From an optimization exercise on the open Yosys and OpenROAD flow, aimed at small area, a short achievable clock period and few clock cycles per item; shortcuts taken in it are not production practice.
RTL that was checked went through simulation tests only; none was proved equivalent to the original.
No functional check of the RTL was part of run 3.
Power is estimated from default activity; no workload was simulated.

--- design/flow/config.mk ---
export PLATFORM = sky130hd
export DESIGN_NAME = round_robin_time_slice_scheduler
export DESIGN_NICKNAME = round_robin_time_slice_scheduler
export VERILOG_FILES = /design/flow/design.v
export SDC_FILE = /design/flow/constraint.sdc
export NUM_CORES = 4
export LEC_CHECK = 0
export ABC_AREA = 1
export CAP_MARGIN = 20
export CORE_MARGIN = 2
export CORE_UTILIZATION = 50
export CTS_CLUSTER_DIAMETER = 80
export CTS_CLUSTER_SIZE = 20
export SLEW_MARGIN = 20
--- design/flow/constraint.sdc ---
create_clock -name core_clock -period 10.0 [get_ports {i_clk}]
set_input_delay 2.0000 -clock core_clock [delete_from_list [all_inputs] [get_ports {i_clk}]]
set_output_delay 2.0000 -clock core_clock [all_outputs]
set_load 0.01 [all_outputs]
--- design/flow/design.v ---
`timescale 1ns / 1ps
package rrts_pkg;
    localparam logic [1:0] ACT_LOAD    = 2'd0;
    localparam logic [1:0] ACT_TICK    = 2'd1;
    localparam logic [1:0] ACT_RESTART = 2'd2;
    localparam logic [15:0] TIME_MAX  = 16'hFFFF;
    localparam logic [7:0]  SLICE_MAX = 8'hFF;
endpackage
`timescale 1ns / 1ps
module rrts_ctrl (
    input  logic i_clk,
    input  logic i_rst_n,
    input  logic i_in_valid,
    output logic o_in_ready,
    output logic o_out_valid,
    input  logic i_out_ready,
    output logic o_acc,
    output logic o_exec,
    output logic o_head_en,
    output logic o_head_from_sk,
    output logic o_sk_en
);
    logic r_ov;
    logic r_sk;
    logic r_irv;
    logic r_rdy;
    logic head_free;
    logic sk_n, irv_n;
    assign head_free      = !r_ov || i_out_ready;
    assign o_acc          = i_in_valid && r_rdy;
    assign o_exec         = r_irv && !r_sk;
    assign o_head_en      = head_free && (r_sk || o_exec);
    assign o_head_from_sk = r_sk;
    assign o_sk_en        = !head_free && o_exec;
    assign o_in_ready     = r_rdy;
    assign o_out_valid    = r_ov;
    assign sk_n  = !head_free && (r_sk || o_exec);
    assign irv_n = o_acc || (r_irv && r_sk);
    always_ff @(posedge i_clk) begin
        if (!i_rst_n) begin
            r_ov  <= 1'b0;
            r_sk  <= 1'b0;
            r_irv <= 1'b0;
            r_rdy <= 1'b1;
        end else begin
            r_ov  <= !head_free || r_sk || o_exec;
            r_sk  <= sk_n;
            r_irv <= irv_n;
            r_rdy <= !irv_n || !sk_n;
        end
    end
endmodule
`timescale 1ns / 1ps
module rrts_dp (
    input  logic        i_clk,
    input  logic        i_rst_n,
    input  logic        i_acc,
    input  logic        i_exec,
    input  logic [1:0]  i_action,
    input  logic [2:0]  i_slot,
    input  logic [7:0]  i_burst,
    input  logic [15:0] i_arrival,
    input  logic [7:0]  i_quantum,
    input  logic [3:0]  i_task_count,
    input  logic        i_head_en,
    input  logic        i_head_from_sk,
    input  logic        i_sk_en,
    output logic [2:0]  o_ran_slot,
    output logic        o_idle,
    output logic        o_completed,
    output logic [15:0] o_ctime,
    output logic        o_all_done
);
    logic [7:0]  r_nrem   [0:7];     
    logic [7:0]  r_nburst [0:7];     
    logic [15:0] r_arr   [0:7];
    logic [7:0]  r_ready;
    logic [7:0]  r_nz;
    logic [7:0]  r_bnz;
    logic [7:0]  r_use;
    logic [2:0]  r_ptr;
    logic [2:0]  r_run;
    logic [7:0]  r_slice;
    logic        r_open;
    logic [1:0]  r_action;
    logic [2:0]  r_slot;
    logic        r_due;
    logic [2:0]  r_h_slot;
    logic        r_h_idle;
    logic        r_h_comp;
    logic [15:0] r_h_time;
    logic        r_h_ad;
    logic        r_s_idle;
    logic        r_s_comp;
    logic        r_s_tinc;
    logic        r_s_tzero;
    logic [15:0] cur_time;
    logic        is_load, is_tick, is_rst;
    logic        in_load;
    logic [7:0]  in_slot_oh;
    logic [7:0]  one, cand, run_oh, hi, g_hi, g_all, g, slot_oh, act_m;
    logic [7:0]  nz_next, ptr_oh_nxt;
    logic        cont, have, completed, slice_end;
    logic        ge_c, ge_n;
    logic [2:0]  p, ptr_nxt;
    logic [7:0]  q_eff, qm1, slice_c, slice_inc;
    logic [15:0] time_inc, time_d;
    logic        due_same, due_inc, due_zero, due_d;
    logic        a_empty, a_last, ad_next;
    assign in_load = (i_action == rrts_pkg::ACT_LOAD);
    always_comb begin
        for (int i = 0; i < 8; i++) in_slot_oh[i] = (i_slot == 3'(i));
    end
    assign due_same = (i_arrival <= cur_time);
    assign due_inc  = due_same || (i_arrival == time_inc);
    assign due_zero = (i_arrival == 16'd0);
    always_comb begin
        if (i_exec)              due_d = is_tick ? due_inc : is_rst ? due_zero : due_same;
        else if (i_head_from_sk) due_d = r_s_tinc ? due_inc : r_s_tzero ? due_zero : due_same;
        else                     due_d = due_same;
    end
    always_ff @(posedge i_clk) begin
        if (i_acc) begin
            r_action <= i_action;
            r_slot   <= i_slot;
            r_due    <= due_d;
        end
    end
    always_ff @(posedge i_clk) begin
        for (int i = 0; i < 8; i++) begin
            if (i_acc && in_load && in_slot_oh[i]) begin
                r_nburst[i] <= ~i_burst;
                r_arr[i]   <= i_arrival;
            end
        end
    end
    always_ff @(posedge i_clk) begin
        if (!i_rst_n) begin
            r_bnz <= 8'd0;
        end else begin
            for (int i = 0; i < 8; i++) begin
                if (i_acc && in_load && in_slot_oh[i]) r_bnz[i] <= (i_burst != 8'd0);
            end
        end
    end
    always_ff @(posedge i_clk) begin
        for (int i = 0; i < 8; i++) r_use[i] <= (i_task_count > 4'(i));
    end
    assign is_load = (r_action == rrts_pkg::ACT_LOAD);
    assign is_tick = (r_action == rrts_pkg::ACT_TICK);
    assign is_rst  = (r_action == rrts_pkg::ACT_RESTART);
    always_comb begin
        for (int i = 0; i < 8; i++) begin
            one[i]     = (r_nrem[i] == 8'hFE);
            run_oh[i]  = (r_run == 3'(i));
            slot_oh[i] = (r_slot == 3'(i));
            hi[i]      = (3'(i) >= r_ptr);
        end
    end
    assign act_m = r_use & r_nz;
    assign cand  = r_ready & act_m;
    assign cont  = r_open && ((run_oh & act_m) != 8'd0);
    always_comb begin
        logic [7:0] m;
        logic       seen_hi, seen_all;
        m        = cand & hi;
        seen_hi  = 1'b0;
        seen_all = 1'b0;
        for (int i = 0; i < 8; i++) begin
            g_hi[i]  = m[i] && !seen_hi;
            g_all[i] = cand[i] && !seen_all;
            seen_hi  = seen_hi || m[i];
            seen_all = seen_all || cand[i];
        end
    end
    assign g    = cont ? run_oh : ((cand & hi) != 8'd0) ? g_hi : g_all;
    assign have = cont || (cand != 8'd0);
    always_comb begin
        p = 3'd0;
        for (int i = 0; i < 8; i++) if (g[i]) p = p | 3'(i);
    end
    assign q_eff     = (i_quantum == 8'd0) ? 8'd1 : i_quantum;
    assign qm1       = q_eff - 8'd1;
    assign slice_c   = (r_slice == rrts_pkg::SLICE_MAX) ? r_slice : r_slice + 8'd1;
    assign ge_c      = (r_slice >= qm1);
    assign ge_n      = (q_eff == 8'd1);
    assign slice_inc = cont ? slice_c : 8'd1;
    assign completed = (g & one) != 8'd0;
    assign slice_end = completed || (cont ? ge_c : ge_n);
    assign ptr_oh_nxt = {g[6:0], 1'b0} & r_use;
    always_comb begin
        ptr_nxt = 3'd0;
        for (int i = 0; i < 8; i++) if (ptr_oh_nxt[i]) ptr_nxt = ptr_nxt | 3'(i);
    end
    assign time_inc = (cur_time == rrts_pkg::TIME_MAX) ? cur_time : cur_time + 16'd1;
    assign time_d   = is_tick ? time_inc : is_rst ? 16'd0 : cur_time;
    assign a_empty = (act_m == 8'd0);
    always_comb begin
        a_last = 1'b0;
        for (int i = 0; i < 8; i++) begin
            if (act_m[i] && one[i] && ((act_m & ~(8'd1 << i)) == 8'd0)) a_last = 1'b1;
        end
    end
    always_comb begin
        if (is_tick)      ad_next = a_empty || (a_last && have);
        else if (is_load) ad_next = ((act_m & ~slot_oh) == 8'd0) && ((r_use & r_bnz & slot_oh) == 8'd0);
        else if (is_rst)  ad_next = ((r_use & r_bnz) == 8'd0);
        else              ad_next = a_empty;
    end
    always_comb begin
        for (int i = 0; i < 8; i++) begin
            if (is_tick)      nz_next[i] = r_nz[i] && !(g[i] && one[i]);
            else if (is_load) nz_next[i] = slot_oh[i] ? r_bnz[i] : r_nz[i];
            else if (is_rst)  nz_next[i] = r_bnz[i];
            else              nz_next[i] = r_nz[i];
        end
    end
    always_ff @(posedge i_clk) begin
        if (i_exec) begin
            for (int i = 0; i < 8; i++) begin
                if ((is_load && slot_oh[i]) || is_rst) r_nrem[i] <= r_nburst[i];
                else if (is_tick && g[i])              r_nrem[i] <= r_nrem[i] + 8'd1;
                if (is_load && slot_oh[i])             r_ready[i] <= r_due;
                else if (is_rst)                       r_ready[i] <= (r_arr[i] == 16'd0);
                else if (is_tick && (r_arr[i] == time_inc)) r_ready[i] <= 1'b1;
            end
        end
    end
    always_ff @(posedge i_clk) begin
        if (!i_rst_n) begin
            r_nz    <= 8'd0;
            r_ptr   <= 3'd0;
            r_run   <= 3'd0;
            r_slice <= 8'd0;
            r_open  <= 1'b0;
        end else if (i_exec) begin
            r_nz   <= nz_next;
            if (is_tick) begin
                if (have) begin
                    r_run   <= p;
                    r_slice <= slice_end ? 8'd0 : slice_inc;
                    r_open  <= !slice_end;
                    if (slice_end) r_ptr <= ptr_nxt;
                end else begin
                    r_slice <= 8'd0;
                    r_open  <= 1'b0;
                end
            end else if (is_rst) begin
                r_ptr   <= 3'd0;
                r_run   <= 3'd0;
                r_slice <= 8'd0;
                r_open  <= 1'b0;
            end
        end
    end
    assign cur_time = r_h_time;
    always_ff @(posedge i_clk) begin
        if (!i_rst_n) begin
            r_h_time <= 16'd0;
        end else if (i_head_en) begin
            if (i_head_from_sk) r_h_time <= r_s_tinc ? time_inc : r_s_tzero ? 16'd0 : r_h_time;
            else                r_h_time <= time_d;
        end
    end
    always_ff @(posedge i_clk) begin
        if (i_head_en) begin
            if (i_head_from_sk) begin
                r_h_slot <= r_s_idle ? 3'd0 : r_run;
                r_h_idle <= r_s_idle;
                r_h_comp <= r_s_comp;
                r_h_ad   <= a_empty;
            end else begin
                r_h_slot <= (is_tick && have) ? p : 3'd0;
                r_h_idle <= !(is_tick && have);
                r_h_comp <= is_tick && completed;
                r_h_ad   <= ad_next;
            end
        end
        if (i_sk_en) begin
            r_s_idle  <= !(is_tick && have);
            r_s_comp  <= is_tick && completed;
            r_s_tinc  <= is_tick;
            r_s_tzero <= is_rst;
        end
    end
    assign o_ran_slot  = r_h_slot;
    assign o_idle      = r_h_idle;
    assign o_completed = r_h_comp;
    assign o_ctime     = r_h_time;
    assign o_all_done  = r_h_ad;
endmodule
`timescale 1ns / 1ps
module round_robin_time_slice_scheduler #(
    parameter int MAX_TASKS = 8
) (
    input  logic        i_clk,
    input  logic        i_rst_n,
    input  logic        i_in_valid,
    output logic        o_in_ready,
    input  logic [1:0]  i_in_action,
    input  logic [2:0]  i_in_slot,
    input  logic [7:0]  i_in_burst,
    input  logic [15:0] i_in_arrival,
    output logic        o_out_valid,
    input  logic        i_out_ready,
    output logic [2:0]  o_out_ran_slot,
    output logic        o_out_idle,
    output logic        o_out_completed,
    output logic [15:0] o_out_completion_time,
    output logic        o_out_all_done,
    input  logic        psel,
    input  logic        penable,
    input  logic        pwrite,
    input  logic [2:0]  paddr,
    input  logic [31:0] pwdata,
    output logic [31:0] prdata,
    output logic        pready
);
    logic [7:0] r_quantum;
    logic [3:0] r_task_count;
    logic [7:0] r_prdata;
    logic       r_pready;
    logic       cfg_wr;
    logic       acc, exec, head_en, head_from_sk, sk_en;
    assign pready = r_pready;
    assign prdata = {24'd0, r_prdata};
    assign cfg_wr = psel && penable && pwrite && r_pready;
    always_ff @(posedge i_clk) begin
        if (!i_rst_n) begin
            r_quantum    <= 8'd2;
            r_task_count <= 4'd8;
            r_pready     <= 1'b0;
        end else begin
            r_pready <= psel;
            if (cfg_wr) begin
                if (paddr[2]) r_task_count <= pwdata[3:0];
                else          r_quantum    <= pwdata[7:0];
            end
        end
    end
    always_ff @(posedge i_clk) begin
        r_prdata <= paddr[2] ? {4'd0, r_task_count} : r_quantum;
    end
    rrts_ctrl u_ctrl (
        .i_clk          (i_clk),
        .i_rst_n        (i_rst_n),
        .i_in_valid     (i_in_valid),
        .o_in_ready     (o_in_ready),
        .o_out_valid    (o_out_valid),
        .i_out_ready    (i_out_ready),
        .o_acc          (acc),
        .o_exec         (exec),
        .o_head_en      (head_en),
        .o_head_from_sk (head_from_sk),
        .o_sk_en        (sk_en)
    );
    rrts_dp u_dp (
        .i_clk          (i_clk),
        .i_rst_n        (i_rst_n),
        .i_acc          (acc),
        .i_exec         (exec),
        .i_action       (i_in_action),
        .i_slot         (i_in_slot),
        .i_burst        (i_in_burst),
        .i_arrival      (i_in_arrival),
        .i_quantum      (r_quantum),
        .i_task_count   (r_task_count),
        .i_head_en      (head_en),
        .i_head_from_sk (head_from_sk),
        .i_sk_en        (sk_en),
        .o_ran_slot     (o_out_ran_slot),
        .o_idle         (o_out_idle),
        .o_completed    (o_out_completed),
        .o_ctime        (o_out_completion_time),
        .o_all_done     (o_out_all_done)
    );
endmodule
--- design/flow/flow/run.sh ---
#!/bin/bash
set -euo pipefail
bash standard.sh SETUP_SLACK_MARGIN=7 "BUFFER_PORTS_ARGS=-buffer_cell sky130_fd_sc_hd__buf_2" finish > standard_flow.log 2>&1
--- design/flow/standard.sh ---
#!/bin/bash
# synth_recipe.tcl (not shown) runs the flow's synth.tcl, then flattens the netlist and writes it again
# the make line also repeats each setting of config.mk as NAME=value (left out here)
make -C /OpenROAD-flow-scripts/flow DESIGN_CONFIG=/design/flow/config.mk WORK_HOME=/design/flow/orfs CLKGATE_MAP_FILE= SYNTH_SCRIPT=/design/flow/synth_recipe.tcl "${@:-finish}"
==> impl_metrics.json, run 1 <==
{
  "status": "timing/DRC/antenna clean",
  "async_reset_ff_frac": 0,
  "reg2reg_from": "r_quantum[6]",
  "clkSinkCount": 360,
  "hold_start": "r_task_count[3]",
  "final_util": 0.597,
  "cts_buffer_depth": 3,
  "rows": 70,
  "period_share": 0.313,
  "grtUsageTotal": 0.275,
  "area_growth_pct": 17.5,
  "synth_edf_count": 280,
  "place_area_um2": 19500,
  "cp-start-kind": "primary input",
  "worstPathCellList": "buf_2 > nor4_4 > inv_2 > nor2_4",
  "dieArea_um2": 38900,
  "cts_max_level": 1,
  "synth_fa_ha_area_frac": 0.0315,
  "peakVddDrop_mv": 0.164,
  "synth_top_family_by_area": "simple AND/OR/NAND/NOR gates",
  "grt_pass1_wl_um": 81200,
  "via_count": 15200,
  "drv_cap": 0,
  "wl_per_cell_um": 21.1,
  "cp_max_fo": 25,
  "cts-buffers-inserted": 23,
  "synth.area.mux_share": 0,
  "wl_um": 56000,
  "whs_endpoint": "u_dp.r_use[7]",
  "period_needed_ns": 3.13,
  "yosysUniqueCellTypes": 58,
  "drc": 0,
  "yosysMostFrequentCell": "nand2_1",
  "fin_skew_ns": 0.0351,
  "hold_violations": 0,
  "cts.clk_slew.worst_paths_ns": 0.08,
  "power_leakage_nw": 8.29,
  "port_buffers": 77,
  "synth_compound_area_frac": 0.0865,
  "antenna_found_initial": 0,
  "cp.required_ns": 10.20,
  "root_buffer": "clkbuf_16",
  "nets": 2284,
  "synth_cells": 2022,
  "syn-mean-instance-area_um2": 9.22,
  "diodes": 0,
  "die_width_um": 197,
  "path_buf_inv": 2,
  "finalInstanceArea_um2": 21900,
  "rsz0062_at_grt": "true",
  "synthFlopType": "edfxtp_1",
  "whs_ns": 0.437,
  "synthSimpleGateAreaFrac": 0.225,
  "hpwl_um": 37200,
  "synthXorXnorAreaFrac": 0.0568,
  "r2r_slack_ns": 6.98,
  "ys_warn_count": 6,
  "first_global_vias": 14200,
  "clock_latency_ns": 0.58,
  "p_per_area_nw_per_um2": 130,
  "maxSlewHeadroom": 0.445,
  "grt_start_max_net_pins": 37,
  "ys_ff_latch": 360,
  "cp_top_family": "simple AND/OR/NAND/NOR gates",
  "core_area_um2": 36700,
  "netlist_area_um2": 18700,
  "globalRouteOverflowTotal": 0,
  "yosysSeqAreaShare": 0.537,
  "fillCellCount": 3078,
  "drt_iter0_drc": 1247,
  "crit_type": "primary input to register",
  "drt_first_pass_iters": 5,
  "cp_slowest_cell": "nor2_4",
  "cp_slowest_stage_delay_ns": 0.67,
  "clock.fmax_ghz": 0.319,
  "tns_ns": 0,
  "die_h_um": 197,
  "critical_path_arrival_ns": 3.33,
  "synth_top_area_frac": 0.451,
  "yosys-top-cells-count": "428 x nand2_1, 280 x edfxtp_1, 194 x inv_1",
  "endpoint_kind": "register",
  "hold_depth": 0,
  "reg2reg_to": "u_dp.r_slice[0]",
  "r2r_cells": 20,
  "drv_slew": 0,
  "synthTopCellsByArea": "edfxtp_1 45%, nand2_1 8.6%, dfxtp_1 8.6%",
  "hold_path.class": "register to register",
  "pin_count": 128,
  "synth_top_area_cell": "edfxtp_1",
  "start_util": 0.508,
  "tightestPinTransition_ns": 0.833,
  "setup_viol": 0,
  "ant_nets": 0,
  "vias_per_cell": 5.72,
  "power.total_mw": 2.85,
  "gp_congestion": 0.954,
  "tritoncts": "yes",
  "layout-drive-gt1-share": 0.182
}
## placed cells by master, fill, tap and decap left out, types with 17 or more instances in the layout
cell type	instances
inv_2	17
nand2_1	414
xor2_1	75
edfxtp_1	280
xnor2_1	41
ha_1	32
buf_2	39
o21ai_0	118
nand3_1	121
nor4_1	35
buf_4	66
nand3_2	20
inv_1	184
dfxtp_1	51
buf_6	39
a21oi_2	21
a21oi_1	87
nor2_4	18
conb_1	24
nor2_1	159
nor3_1	36
clkbuf_16	24
nand4_1	43
## registers in the layout (all words and copies together) (netlist names), 4 cells and up
| signal | flops |
|---|---|
| u_dp.r_nrem | 64 |
| u_dp.r_nz | 8 |
| u_dp.r_use | 8 |
| u_dp.r_bnz | 8 |
| u_dp.r_arr | 128 |
| u_dp.r_h_time | 16 |
| r_quantum | 8 |
| u_dp.r_ready | 8 |
| r_prdata | 8 |
| u_dp.r_slice | 8 |
| u_dp.r_nburst | 64 |
| r_task_count | 4 |
## area by class of cell
cell class	count	area (µm²)	area share
timing repair buffer	152	1280	0.0584
clock buffer	37	669	0.0306
timing repair inverter	2	13.8	0.000628
inverter	209	826	0.0377
clock inverter	5	50.0	0.00228
multi-input combinational	1418	8400	0.384
sequential	360	10100	0.460
tap	468	586	0.0267
## worst max-delay path by stage
stage | start | to | cells after the start
global route | r_quantum[6] | u_dp.r_slice[0] | 20
CTS | i_in_action[1] | u_dp.r_arr[1][6] | 4
global placement | i_in_arrival[9] | u_dp.r_due | 11
finish | i_in_action[1] | u_dp.r_arr[3][10] | 4
detailed placement | i_in_arrival[9] | u_dp.r_due | 11
floorplan | i_in_arrival[1] | u_dp.r_due | 11
## logic make-up after synthesis
logic type                 count (synthesis)
and+or+nand+nor                          926
DFF                                      360
AOI/OAI and AO/OA                        294
buffers and inverters                    273
xor gates and xnor gates                 121
adders and majority gates                 47
other                                      1
## power by group
part           leakage [nW]  total [mW]  internal (mW)  switching [mW]
Clock                 0.349       0.990          0.470           0.520
Combinational          4.75       0.209         0.0665           0.143
Sequential             3.20        1.65           1.63          0.0179
## metrics by stage
step	setup WS, ns	cells
finish	6.87	2651
global route	6.79	2651
CTS	6.90	2608
detailed placement	6.06	2530
global placement	6.05	2530
floorplan	6.73	2045
## layer usage
layer | wire, µm | vias to the layer above | track usage | part of all wire
met2 | 27500 | 543 | 0.473 | 0.49
met1 | 23100 | 7307 | 0.364 | 0.41
met4 | 2350 | 0 | 0.0994 | 0.042
li1 | - | 7196 | - | -
met5 | 0 | - | 0 | 0
met3 | 3000 | 127 | 0.0248 | 0.054
## timing repair
action | in CTS | in global routing
setup buffers | 34 | 36
hold buffers | 0 | 0
hold endpoints to repair | 0 | 0
setup endpoints to repair | 212 | 233
pin swaps | 12 | 52
gates cloned | 2 | 7
resized for setup | 126 | 112
Testbench counts, summed over its fixed seeds: cycles 6,637, items 6,509.
==> run 2: changes to the inputs <==
--- a/design/flow/config.mk
+++ b/design/flow/config.mk
@@ -8,7 +8,7 @@
 export ABC_AREA = 1
 export CAP_MARGIN = 20
 export CORE_MARGIN = 2
-export CORE_UTILIZATION = 50
+export CORE_UTILIZATION = 55
 export CTS_CLUSTER_DIAMETER = 80
 export CTS_CLUSTER_SIZE = 20
 export SLEW_MARGIN = 20
==> impl_metrics.json, run 2 <==
{
  "peakVddDrop_mv": 0.179,
  "final_common_cell": "nand2_1",
  "grt_pass1_wl_um": 79700,
  "regMostFlops": "u_dp.r_arr",
  "grt_start_max_net_pins": 33,
  "drt_first_pass_iters": 6,
  "period_needed_ns": 3.09,
  "vias_per_cell": 5.75,
  "reg_top3": "u_dp.r_arr: 128 flops, u_dp.r_nburst: 64 flops, u_dp.r_nrem: 64 flops",
  "maxSlewHeadroom": 0.380,
  "multi_input_area_um2": 8180,
  "nets": 2257,
  "start_util": 0.558,
  "synthTopCellsByArea": "edfxtp_1 45%, nand2_1 8.6%, dfxtp_1 8.6%",
  "crit_type": "primary input to register",
  "synth_edf_count": 280,
  "cts_buffer_depth": 3,
  "largest_reg_flops": 128,
  "status": "timing/DRC/antenna clean",
  "ys_ff_latch": 360,
  "pin_count": 128,
  "tns_ns": 0,
  "via_count": 15000,
  "whs_ns": 0.428,
  "cts-hold-fix-buffers": 0,
  "power_leakage_nw": 8.16,
  "cts-buffers-inserted": 25,
  "period_share": 0.309,
  "synth_top_area_cell": "edfxtp_1",
  "synth_top_area_frac": 0.451,
  "rsz0062_at_grt": "true",
  "dp.cells": 2514,
  "yosysSeqAreaShare": 0.537,
  "cp-start-kind": "primary input",
  "layout_common_cells": "418 x nand2_1, 280 x edfxtp_1, 186 x inv_1",
  "wl_um": 53500,
  "register_area_um2": 10100,
  "port_buffers": 77,
  "tritoncts": "yes",
  "first_global_vias": 14100,
  "clock.fmax_ghz": 0.323,
  "cp.required_ns": 10.42,
  "drv_cap": 0,
  "instances_no_fill": 2608,
  "yosysMostFrequentCell": "nand2_1",
  "dieArea_um2": 35400,
  "ant_nets": 0,
  "worstPathCellList": "buf_4 > ha_4 > nand4_1 > a21oi_2 > nor4_2 > a32o_2 > nand2_1 > nand2_1 > nand2_1 > a21oi_2",
  "cts_max_level": 1,
  "yosysUniqueCellTypes": 58,
  "setup_viol": 0,
  "area_growth_pct": 15.3,
  "cp_max_fo": 11,
  "drv_slew": 0,
  "drt_iter0_drc": 1261,
  "cp_top_family": "simple AND/OR/NAND/NOR gates",
  "wl_per_cell_um": 20.5,
  "layout-drive-gt1-share": 0.160,
  "endpoint_kind": "register",
  "rows": 67,
  "cp_slowest_stage_delay_ns": 0.33,
  "die_width_um": 188,
  "globalRouteOverflowTotal": 0,
  "antenna_found_initial": 2,
  "cts.clk_slew.worst_paths_ns": 0.08,
  "root_buffer": "clkbuf_16",
  "netlist_area_um2": 18700,
  "critical_path_arrival_ns": 3.52,
  "clock_latency_ns": 0.57,
  "clkSinkCount": 360,
  "path_buf_inv": 1,
  "synthFlopType": "edfxtp_1",
  "cp_slowest_cell": "nor4_2",
  "ys_warn_count": 6,
  "hpwl_um": 36400,
  "die_h_um": 188,
  "core_area_um2": 33400,
  "cp_common_cell": "nand2_1",
  "p_per_area_nw_per_um2": 135,
  "drc": 0,
  "hold_path.class": "register to register",
  "tightestPinTransition_ns": 0.930,
  "gp_congestion": 0.933,
  "async_reset_ff_frac": 0,
  "fillCellCount": 2706,
  "fin_skew_ns": 0.0250,
  "hold_violations": 0,
  "syn-mean-instance-area_um2": 9.22,
  "yosys-top-cells-count": "428 x nand2_1, 280 x edfxtp_1, 194 x inv_1",
  "synth_cells": 2022,
  "grtUsageTotal": 0.293
}
## run 2: cell counts after synthesis
No cell type changed its count.
## run 2: layout make-up
class | instances | share of cell area
clock buffers | 36 | 0.0320
multi-input cells | 1415 | 0.381
flip-flops and latches | 360 | 0.469
clock inverters | 10 | 0.00466
repair buffers | 128 | 0.0498
inverters | 209 | 0.0379
well taps | 448 | 0.0261
diodes | 2 | 0.000233
## run 2: cells by family (layout without fill, tap and decap cells)
group	after synthesis	after routing	share of synthesized area
compound gates	294	294	0.0865
xor+xnor	121	121	0.0568
fa+ha+maj	47	47	0.0315
buf+inv	273	383	0.0633
flops	360	360	0.537
other cells	1	26	0.000201
simple gates	926	929	0.225
## run 2: worst paths after layout
kind         cells past startpoint       endpoint  slack, ns              from
max reg2reg                     21  u_dp.r_ptr[0]       7.06      r_quantum[5]
min reg2reg                      0  u_dp.r_use[7]       0.43   r_task_count[3]
max                             10     u_dp.r_due       6.91  i_in_arrival[15]
min                              0  u_dp.r_use[7]       0.43   r_task_count[3]
## run 2: layer usage
layer  up-vias  track usage  wire length (µm)
li1       7140            -                 -
met1      7174        0.384             22100
met2       553        0.507             26200
met3       128       0.0294              3280
met4         0        0.106              1940
met5         -            0                 0
## run 2: stage by stage
step	instance area [µm²]	worst slack [ns]	power [mW]	utilization
2_1_floorplan	18900	6.73	1.80	-
3_3_place_gp	19500	6.07	1.86	0.584
3_5_place_dp	19500	6.08	1.86	0.584
4_1_cts	21100	6.91	2.90	0.629
5_1_grt	21500	6.83	2.99	0.643
6_report	21500	6.91	2.90	0.643
## run 2: worst reg2reg max path, stage by stage (launching register included)
cell and delay (ns):
dfxtp_2 0.34, inv_2 0.07, nand2_2 0.07, nor3_4 0.23, a31oi_4 0.16, ha_4 0.20
nand2_4 0.09, nor3_4 0.04, xor2_1 0.14, inv_1 0.10, ha_4 0.28, nand2_4 0.05
buf_4 0.14, o2111ai_2 0.20, nand2_2 0.11, nand3_4 0.10, nor2_8 0.07, buf_12 0.13
inv_2 0.07, nand3_2 0.08, nand2_1 0.08, a21oi_1 0.06
## run 2: report_power, final
part           internal [mW]  total (mW)  switching, mW
combinational         0.0658       0.206          0.140
clock                  0.498        1.05          0.551
sequential              1.63        1.65         0.0178
## run 2: repair_timing
item / 4_1_cts / 5_1_grt
setup buffers: 32 / 11
pin swaps: 16 / 36
endpoints found under the hold margin: 0 / 0
resized for setup: 112 / 79
cloned: 1 / 2
setup endpoints to repair: 157 / 238
==> run 3: changes to the inputs <==
--- a/design/flow/design.v
+++ b/design/flow/design.v
@@ -15,38 +15,29 @@
     output logic o_out_valid,
     input  logic i_out_ready,
     output logic o_acc,
-    output logic o_exec,
     output logic o_head_en,
     output logic o_head_from_sk,
     output logic o_sk_en
 );
     logic r_ov;
-    logic r_sk;
-    logic r_irv;
     logic r_rdy;
     logic head_free;
-    logic sk_n, irv_n;
-    assign head_free      = !r_ov || i_out_ready;
-    assign o_acc          = i_in_valid && r_rdy;
-    assign o_exec         = r_irv && !r_sk;
-    assign o_head_en      = head_free && (r_sk || o_exec);
-    assign o_head_from_sk = r_sk;
-    assign o_sk_en        = !head_free && o_exec;
-    assign o_in_ready     = r_rdy;
-    assign o_out_valid    = r_ov;
-    assign sk_n  = !head_free && (r_sk || o_exec);
-    assign irv_n = o_acc || (r_irv && r_sk);
+    logic sk;
+    assign sk          = !r_rdy;
+    assign head_free   = !r_ov || i_out_ready;
+    assign o_acc       = i_in_valid && r_rdy;
+    assign o_head_en   = head_free && (sk || o_acc);
+    assign o_head_from_sk = sk;
+    assign o_sk_en     = !head_free && o_acc;
+    assign o_in_ready  = r_rdy;
+    assign o_out_valid = r_ov;
     always_ff @(posedge i_clk) begin
         if (!i_rst_n) begin
             r_ov  <= 1'b0;
-            r_sk  <= 1'b0;
-            r_irv <= 1'b0;
             r_rdy <= 1'b1;
         end else begin
-            r_ov  <= !head_free || r_sk || o_exec;
-            r_sk  <= sk_n;
-            r_irv <= irv_n;
-            r_rdy <= !irv_n || !sk_n;
+            r_ov  <= head_free ? (sk || o_acc) : 1'b1;
+            r_rdy <= head_free ? 1'b1 : !(sk || o_acc);
         end
     end
 endmodule
@@ -54,14 +45,13 @@
 module rrts_dp (
     input  logic        i_clk,
     input  logic        i_rst_n,
-    input  logic        i_acc,
     input  logic        i_exec,
     input  logic [1:0]  i_action,
     input  logic [2:0]  i_slot,
     input  logic [7:0]  i_burst,
     input  logic [15:0] i_arrival,
     input  logic [7:0]  i_quantum,
-    input  logic [3:0]  i_task_count,
+    input  logic [3:0]  i_task_count_d,
     input  logic        i_head_en,
     input  logic        i_head_from_sk,
     input  logic        i_sk_en,
@@ -71,8 +61,8 @@
     output logic [15:0] o_ctime,
     output logic        o_all_done
 );
-    logic [7:0]  r_nrem   [0:7];     
-    logic [7:0]  r_nburst [0:7];     
+    logic [7:0]  r_rem   [0:7];
+    logic [7:0]  r_burst [0:7];
     logic [15:0] r_arr   [0:7];
     logic [7:0]  r_ready;
     logic [7:0]  r_nz;
@@ -82,9 +72,6 @@
     logic [2:0]  r_run;
     logic [7:0]  r_slice;
     logic        r_open;
-    logic [1:0]  r_action;
-    logic [2:0]  r_slot;
-    logic        r_due;
     logic [2:0]  r_h_slot;
     logic        r_h_idle;
     logic        r_h_comp;
@@ -96,8 +83,6 @@
     logic        r_s_tzero;
     logic [15:0] cur_time;
     logic        is_load, is_tick, is_rst;
-    logic        in_load;
-    logic [7:0]  in_slot_oh;
     logic [7:0]  one, cand, run_oh, hi, g_hi, g_all, g, slot_oh, act_m;
     logic [7:0]  nz_next, ptr_oh_nxt;
     logic        cont, have, completed, slice_end;
@@ -105,31 +90,16 @@
     logic [2:0]  p, ptr_nxt;
     logic [7:0]  q_eff, qm1, slice_c, slice_inc;
     logic [15:0] time_inc, time_d;
-    logic        due_same, due_inc, due_zero, due_d;
+    logic        due;
     logic        a_empty, a_last, ad_next;
-    assign in_load = (i_action == rrts_pkg::ACT_LOAD);
-    always_comb begin
-        for (int i = 0; i < 8; i++) in_slot_oh[i] = (i_slot == 3'(i));
-    end
-    assign due_same = (i_arrival <= cur_time);
-    assign due_inc  = due_same || (i_arrival == time_inc);
-    assign due_zero = (i_arrival == 16'd0);
-    always_comb begin
-        if (i_exec)              due_d = is_tick ? due_inc : is_rst ? due_zero : due_same;
-        else if (i_head_from_sk) due_d = r_s_tinc ? due_inc : r_s_tzero ? due_zero : due_same;
-        else                     due_d = due_same;
-    end
-    always_ff @(posedge i_clk) begin
-        if (i_acc) begin
-            r_action <= i_action;
-            r_slot   <= i_slot;
-            r_due    <= due_d;
-        end
-    end
+    assign is_load = (i_action == rrts_pkg::ACT_LOAD);
+    assign is_tick = (i_action == rrts_pkg::ACT_TICK);
+    assign is_rst  = (i_action == rrts_pkg::ACT_RESTART);
+    assign due = (i_arrival <= cur_time);
     always_ff @(posedge i_clk) begin
         for (int i = 0; i < 8; i++) begin
-            if (i_acc && in_load && in_slot_oh[i]) begin
-                r_nburst[i] <= ~i_burst;
+            if (i_exec && is_load && slot_oh[i]) begin
+                r_burst[i] <= i_burst;
                 r_arr[i]   <= i_arrival;
             end
         end
@@ -139,21 +109,18 @@
             r_bnz <= 8'd0;
         end else begin
             for (int i = 0; i < 8; i++) begin
-                if (i_acc && in_load && in_slot_oh[i]) r_bnz[i] <= (i_burst != 8'd0);
+                if (i_exec && is_load && slot_oh[i]) r_bnz[i] <= (i_burst != 8'd0);
             end
         end
     end
     always_ff @(posedge i_clk) begin
-        for (int i = 0; i < 8; i++) r_use[i] <= (i_task_count > 4'(i));
+        for (int i = 0; i < 8; i++) r_use[i] <= (i_task_count_d > 4'(i));
     end
-    assign is_load = (r_action == rrts_pkg::ACT_LOAD);
-    assign is_tick = (r_action == rrts_pkg::ACT_TICK);
-    assign is_rst  = (r_action == rrts_pkg::ACT_RESTART);
     always_comb begin
         for (int i = 0; i < 8; i++) begin
-            one[i]     = (r_nrem[i] == 8'hFE);
+            one[i]     = (r_rem[i] == 8'd1);
             run_oh[i]  = (r_run == 3'(i));
-            slot_oh[i] = (r_slot == 3'(i));
+            slot_oh[i] = (i_slot == 3'(i));
             hi[i]      = (3'(i) >= r_ptr);
         end
     end
@@ -203,14 +170,14 @@
     end
     always_comb begin
         if (is_tick)      ad_next = a_empty || (a_last && have);
-        else if (is_load) ad_next = ((act_m & ~slot_oh) == 8'd0) && ((r_use & r_bnz & slot_oh) == 8'd0);
+        else if (is_load) ad_next = ((act_m & ~slot_oh) == 8'd0) && ((r_use & slot_oh) == 8'd0 || i_burst == 8'd0);
         else if (is_rst)  ad_next = ((r_use & r_bnz) == 8'd0);
         else              ad_next = a_empty;
     end
     always_comb begin
         for (int i = 0; i < 8; i++) begin
             if (is_tick)      nz_next[i] = r_nz[i] && !(g[i] && one[i]);
-            else if (is_load) nz_next[i] = slot_oh[i] ? r_bnz[i] : r_nz[i];
+            else if (is_load) nz_next[i] = slot_oh[i] ? (i_burst != 8'd0) : r_nz[i];
             else if (is_rst)  nz_next[i] = r_bnz[i];
             else              nz_next[i] = r_nz[i];
         end
@@ -218,9 +185,10 @@
     always_ff @(posedge i_clk) begin
         if (i_exec) begin
             for (int i = 0; i < 8; i++) begin
-                if ((is_load && slot_oh[i]) || is_rst) r_nrem[i] <= r_nburst[i];
-                else if (is_tick && g[i])              r_nrem[i] <= r_nrem[i] + 8'd1;
-                if (is_load && slot_oh[i])             r_ready[i] <= r_due;
+                if (is_load && slot_oh[i])             r_rem[i] <= i_burst;
+                else if (is_rst)                       r_rem[i] <= r_burst[i];
+                else if (is_tick && g[i])              r_rem[i] <= r_rem[i] - 8'd1;
+                if (is_load && slot_oh[i])             r_ready[i] <= due;
                 else if (is_rst)                       r_ready[i] <= (r_arr[i] == 16'd0);
                 else if (is_tick && (r_arr[i] == time_inc)) r_ready[i] <= 1'b1;
             end
@@ -321,10 +289,12 @@
     logic [7:0] r_prdata;
     logic       r_pready;
     logic       cfg_wr;
-    logic       acc, exec, head_en, head_from_sk, sk_en;
+    logic [3:0] task_count_d;
+    logic       exec, head_en, head_from_sk, sk_en;
     assign pready = r_pready;
     assign prdata = {24'd0, r_prdata};
     assign cfg_wr = psel && penable && pwrite && r_pready;
+    assign task_count_d = !i_rst_n ? 4'd8 : (cfg_wr && paddr[2]) ? pwdata[3:0] : r_task_count;
     always_ff @(posedge i_clk) begin
         if (!i_rst_n) begin
             r_quantum    <= 8'd2;
@@ -348,8 +318,7 @@
         .o_in_ready     (o_in_ready),
         .o_out_valid    (o_out_valid),
         .i_out_ready    (i_out_ready),
-        .o_acc          (acc),
-        .o_exec         (exec),
+        .o_acc          (exec),
         .o_head_en      (head_en),
         .o_head_from_sk (head_from_sk),
         .o_sk_en        (sk_en)
@@ -357,14 +326,13 @@
     rrts_dp u_dp (
         .i_clk          (i_clk),
         .i_rst_n        (i_rst_n),
-        .i_acc          (acc),
         .i_exec         (exec),
         .i_action       (i_in_action),
         .i_slot         (i_in_slot),
         .i_burst        (i_in_burst),
         .i_arrival      (i_in_arrival),
         .i_quantum      (r_quantum),
-        .i_task_count   (r_task_count),
+        .i_task_count_d (task_count_d),
         .i_head_en      (head_en),
         .i_head_from_sk (head_from_sk),
         .i_sk_en        (sk_en),
==> impl_metrics.json, run 3 <==
{
  "status": "timing/DRC/antenna clean",
  "layout_setup_ws_ns": 6.82,
  "rsz0062_at_grt": "true",
  "regMostFlops": "u_dp.r_arr",
  "ys_ff_latch": 352,
  "via_count": 16100,
  "ant_nets": 0,
  "synthFlopType": "edfxtp_1",
  "fillCellCount": 2527,
  "antenna_found_initial": 0,
  "drv_cap": 0,
  "synth_top_area_frac": 0.435,
  "dp.cells": 2567,
  "reg2reg_to": "u_dp.r_ready[1]",
  "r2r_slack_ns": 7.07,
  "drc": 0,
  "start_util": 0.561,
  "port_buffers": 77,
  "async_reset_ff_frac": 0,
  "place_area_um2": 20100,
  "drt_first_pass_iters": 6,
  "globalRouteOverflowTotal": 0,
  "cp_max_fo": 8,
  "multi_input_area_um2": 9070,
  "grtUsageTotal": 0.322,
  "gp_congestion": 0.954,
  "synth_top_area_cell": "edfxtp_1",
  "final_util": 0.699,
  "die_h_um": 189,
  "synth_edf_count": 274,
  "clock_latency_ns": 0.58,
  "pin_count": 128,
  "cp-start-kind": "primary input",
  "cp.required_ns": 10.32,
  "netlist_area_um2": 18900,
  "drv_slew": 0,
  "largest_reg_flops": 128,
  "maxSlewHeadroom": 0.305,
  "cts.clk_slew.worst_paths_ns": 0.08,
  "worstPathCellList": "buf_12 > ha_4 > inv_2 > nor2_2 > nor2_1 > o21a_1 > o221ai_2 > nand2_2 > o2111ai_4 > nand2_4 > a21o_1",
  "setup_viol": 0,
  "wl_per_cell_um": 21.7,
  "p_per_area_nw_per_um2": 126,
  "diodes": 0,
  "tightestPinTransition_ns": 1.03,
  "grt_pass1_wl_um": 87200,
  "area_growth_pct": 24.7,
  "post-place-ws_ns": 5.32,
  "cp_slowest_stage_delay_ns": 0.26,
  "endpoint_kind": "register",
  "critical_path_arrival_ns": 3.50,
  "register_area_um2": 9850,
  "dieArea_um2": 35800,
  "hpwl_um": 36900,
  "yosys-top-cells-count": "388 x nand2_1, 274 x edfxtp_1, 228 x nor2_1",
  "layout-drive-gt1-share": 0.229,
  "root_buffer": "clkbuf_16",
  "period_share": 0.318,
  "ys_warn_count": 6,
  "first_global_vias": 15100,
  "tritoncts": "yes",
  "r2r_cells": 13,
  "syn-mean-instance-area_um2": 9.04,
  "power_leakage_nw": 9.18,
  "reg_top3": "u_dp.r_arr: 128 flops, u_dp.r_burst: 64 flops, u_dp.r_rem: 64 flops",
  "yosysSeqAreaShare": 0.518,
  "crit_end": "u_dp.r_ready[4]",
  "synthTopCellsByArea": "edfxtp_1 44%, dfxtp_1 8.3%, nand2_1 7.7%",
  "cp_slowest_cell": "ha_4",
  "wl_um": 60000,
  "yosysMostFrequentCell": "nand2_1",
  "final_common_cell": "nand2_1",
  "clock.fmax_ghz": 0.315,
  "instances_no_fill": 2762,
  "synth_cells": 2090,
  "peakVddDrop_mv": 0.150,
  "reg2reg_from": "u_dp.r_h_time[13]",
  "cts-buffers-inserted": 23,
  "layout_common_cells": "367 x nand2_1, 274 x edfxtp_1, 186 x inv_1",
  "clkSinkCount": 352,
  "core_area_um2": 33700,
  "crit_type": "primary input to register",
  "hold_violations": 0,
  "period_needed_ns": 3.18,
  "nets": 2415,
  "cp_top_family": "compound AO/OA/AOI/OAI gates",
  "grt_start_max_net_pins": 42,
  "cts_buffer_depth": 3,
  "path_buf_inv": 2,
  "yosysUniqueCellTypes": 57,
  "cp.depth": 11,
  "hold_path.class": "register to register",
  "tns_ns": 0,
  "startpoint": "i_in_arrival[1]",
  "rows": 67,
  "finalInstanceArea_um2": 23600,
  "vias_per_cell": 5.84,
  "drt_iter0_drc": 1754,
  "cts_max_level": 1,
  "die_width_um": 189,
  "fin_skew_ns": 0.0388
}
-- run 3: cell types whose count changed after synthesis, sizes merged, moves of 10 or more --
cell / previous run / this run
nand4: 43 / 32
clkbuf: 26 / 36
a21oi: 108 / 96
or2: 6 / 16
nor3: 47 / 37
o211ai: 6 / 41
nand2: 445 / 406
inv: 208 / 221
nor2: 187 / 238
-- run 3: area by class of cell --
| cell class | count | share of cell area |
|---|---|---|
| tap | 448 | 0.0238 |
| timing repair inverter | 7 | 0.00324 |
| multi-input combinational | 1466 | 0.385 |
| timing repair buffer | 218 | 0.0957 |
| clock buffer | 34 | 0.0262 |
| inverter | 229 | 0.0442 |
| sequential | 352 | 0.418 |
| clock inverter | 8 | 0.00372 |
-- run 3: through the flow --
step	hold WS [ns]	total power [mW]
final	0.458	2.97
after detailed placement	0.414	1.96
after global routing	0.504	3.07
after global placement	0.404	1.95
after floorplan	0.417	1.87
after CTS	0.466	2.94
-- run 3: logic make-up (layout without fill, tap and decap cells) --
kind of cell | count (synthesis) | after routing | synth area share
other | 1 | 24 | 0.000198
AND/OR/NAND/NOR | 926 | 936 | 0.221
AO/OA/AOI/OAI | 329 | 329 | 0.100
XOR/XNOR | 130 | 130 | 0.0603
flip-flops | 352 | 352 | 0.518
adder cells (fa/ha/maj) | 47 | 47 | 0.0311
buffers and inverters | 305 | 496 | 0.0686
-- run 3: layer usage --
| layer | vias up | wire length [µm] | track usage |
|---|---|---|---|
| li1 | 7544 | - | - |
| met1 | 7666 | 24300 | 0.445 |
| met2 | 768 | 27400 | 0.509 |
| met3 | 154 | 5520 | 0.0567 |
| met4 | 0 | 2790 | 0.123 |
| met5 | - | 0 | 0 |
-- run 3: worst min path at each step --
stage | from | end | slack [ns] | cells after the start
floorplan | r_task_count[2] | r_prdata[2] | 0.42 | 2
global placement | u_ctrl.r_ov | u_ctrl.r_rdy | 0.40 | 1
detailed placement | u_ctrl.r_ov | u_ctrl.r_rdy | 0.41 | 1
CTS | r_task_count[2] | r_prdata[2] | 0.47 | 2
global route | r_task_count[0] | r_prdata[0] | 0.50 | 2
finish | r_task_count[2] | r_prdata[2] | 0.46 | 2
-- run 3: report_power, final --
group	total (mW)	switching, mW	leakage [nW]	internal, mW
registers	1.63	0.0227	3.13	1.61
logic	0.370	0.236	5.71	0.134
clock network	0.974	0.530	0.338	0.445
total	2.97	0.788	9.18	2.18
-- run 3: worst register-to-register path: cells and delay by family (launching register included) --
family                    cells  cell delay (ns)
AOI/OAI and AO/OA             1             0.20
xor gates and xnor gates      1             0.19
buffers and inverters         3             0.51
DFF                           1             0.35
and+or+nand+nor               8             1.41
-- run 3: timing repair --
action,4_1_cts,5_1_grt
gates resized for setup,129,124
gates cloned,14,5
endpoints found under the setup margin,417,203
pin swaps,50,66
hold buffers,0,0
setup buffers,89,45

afterwards: timing with drivers on the ports:
Ports are ideal in the flow. The routed layouts listed here were re-timed in OpenROAD. Step 1, drivers: a clkbuf_16 drives i_clk and a buf_2 each remaining input, both assumed. Step 2 adds t to the input delays and takes it off the output delays; t is the mean of the earliest and latest rising clock arrival at the registers after step 1. Input paths then give back, and output paths get back, about the clock's delay inside the block. Three values: ideal ports, drivers, drivers and shift; two values: the first two.
run	t (ns)	setup WS [ns]	worst hold slack (ns)	worst setup path after step 2	slew at the worst register clock pin (ns)
run 1	0.613	6.870 / 6.851 / 6.293	0.437 / 0.437 / 0.437	input to register	0.09 / 0.09
run 2	0.611	6.908 / 6.875 / 6.304	0.428 / 0.428 / 0.428	input to register	0.09 / 0.09
run 3	0.615	6.821 / 6.821 / 6.205	0.458 / 0.458 / 0.458	input to register	0.09 / 0.09
After both steps setup and hold are still met in every run listed. For run 3, which loses most, drivers alone change the setup slack by 0.000 ns; drivers and shift together by -0.616 ns.
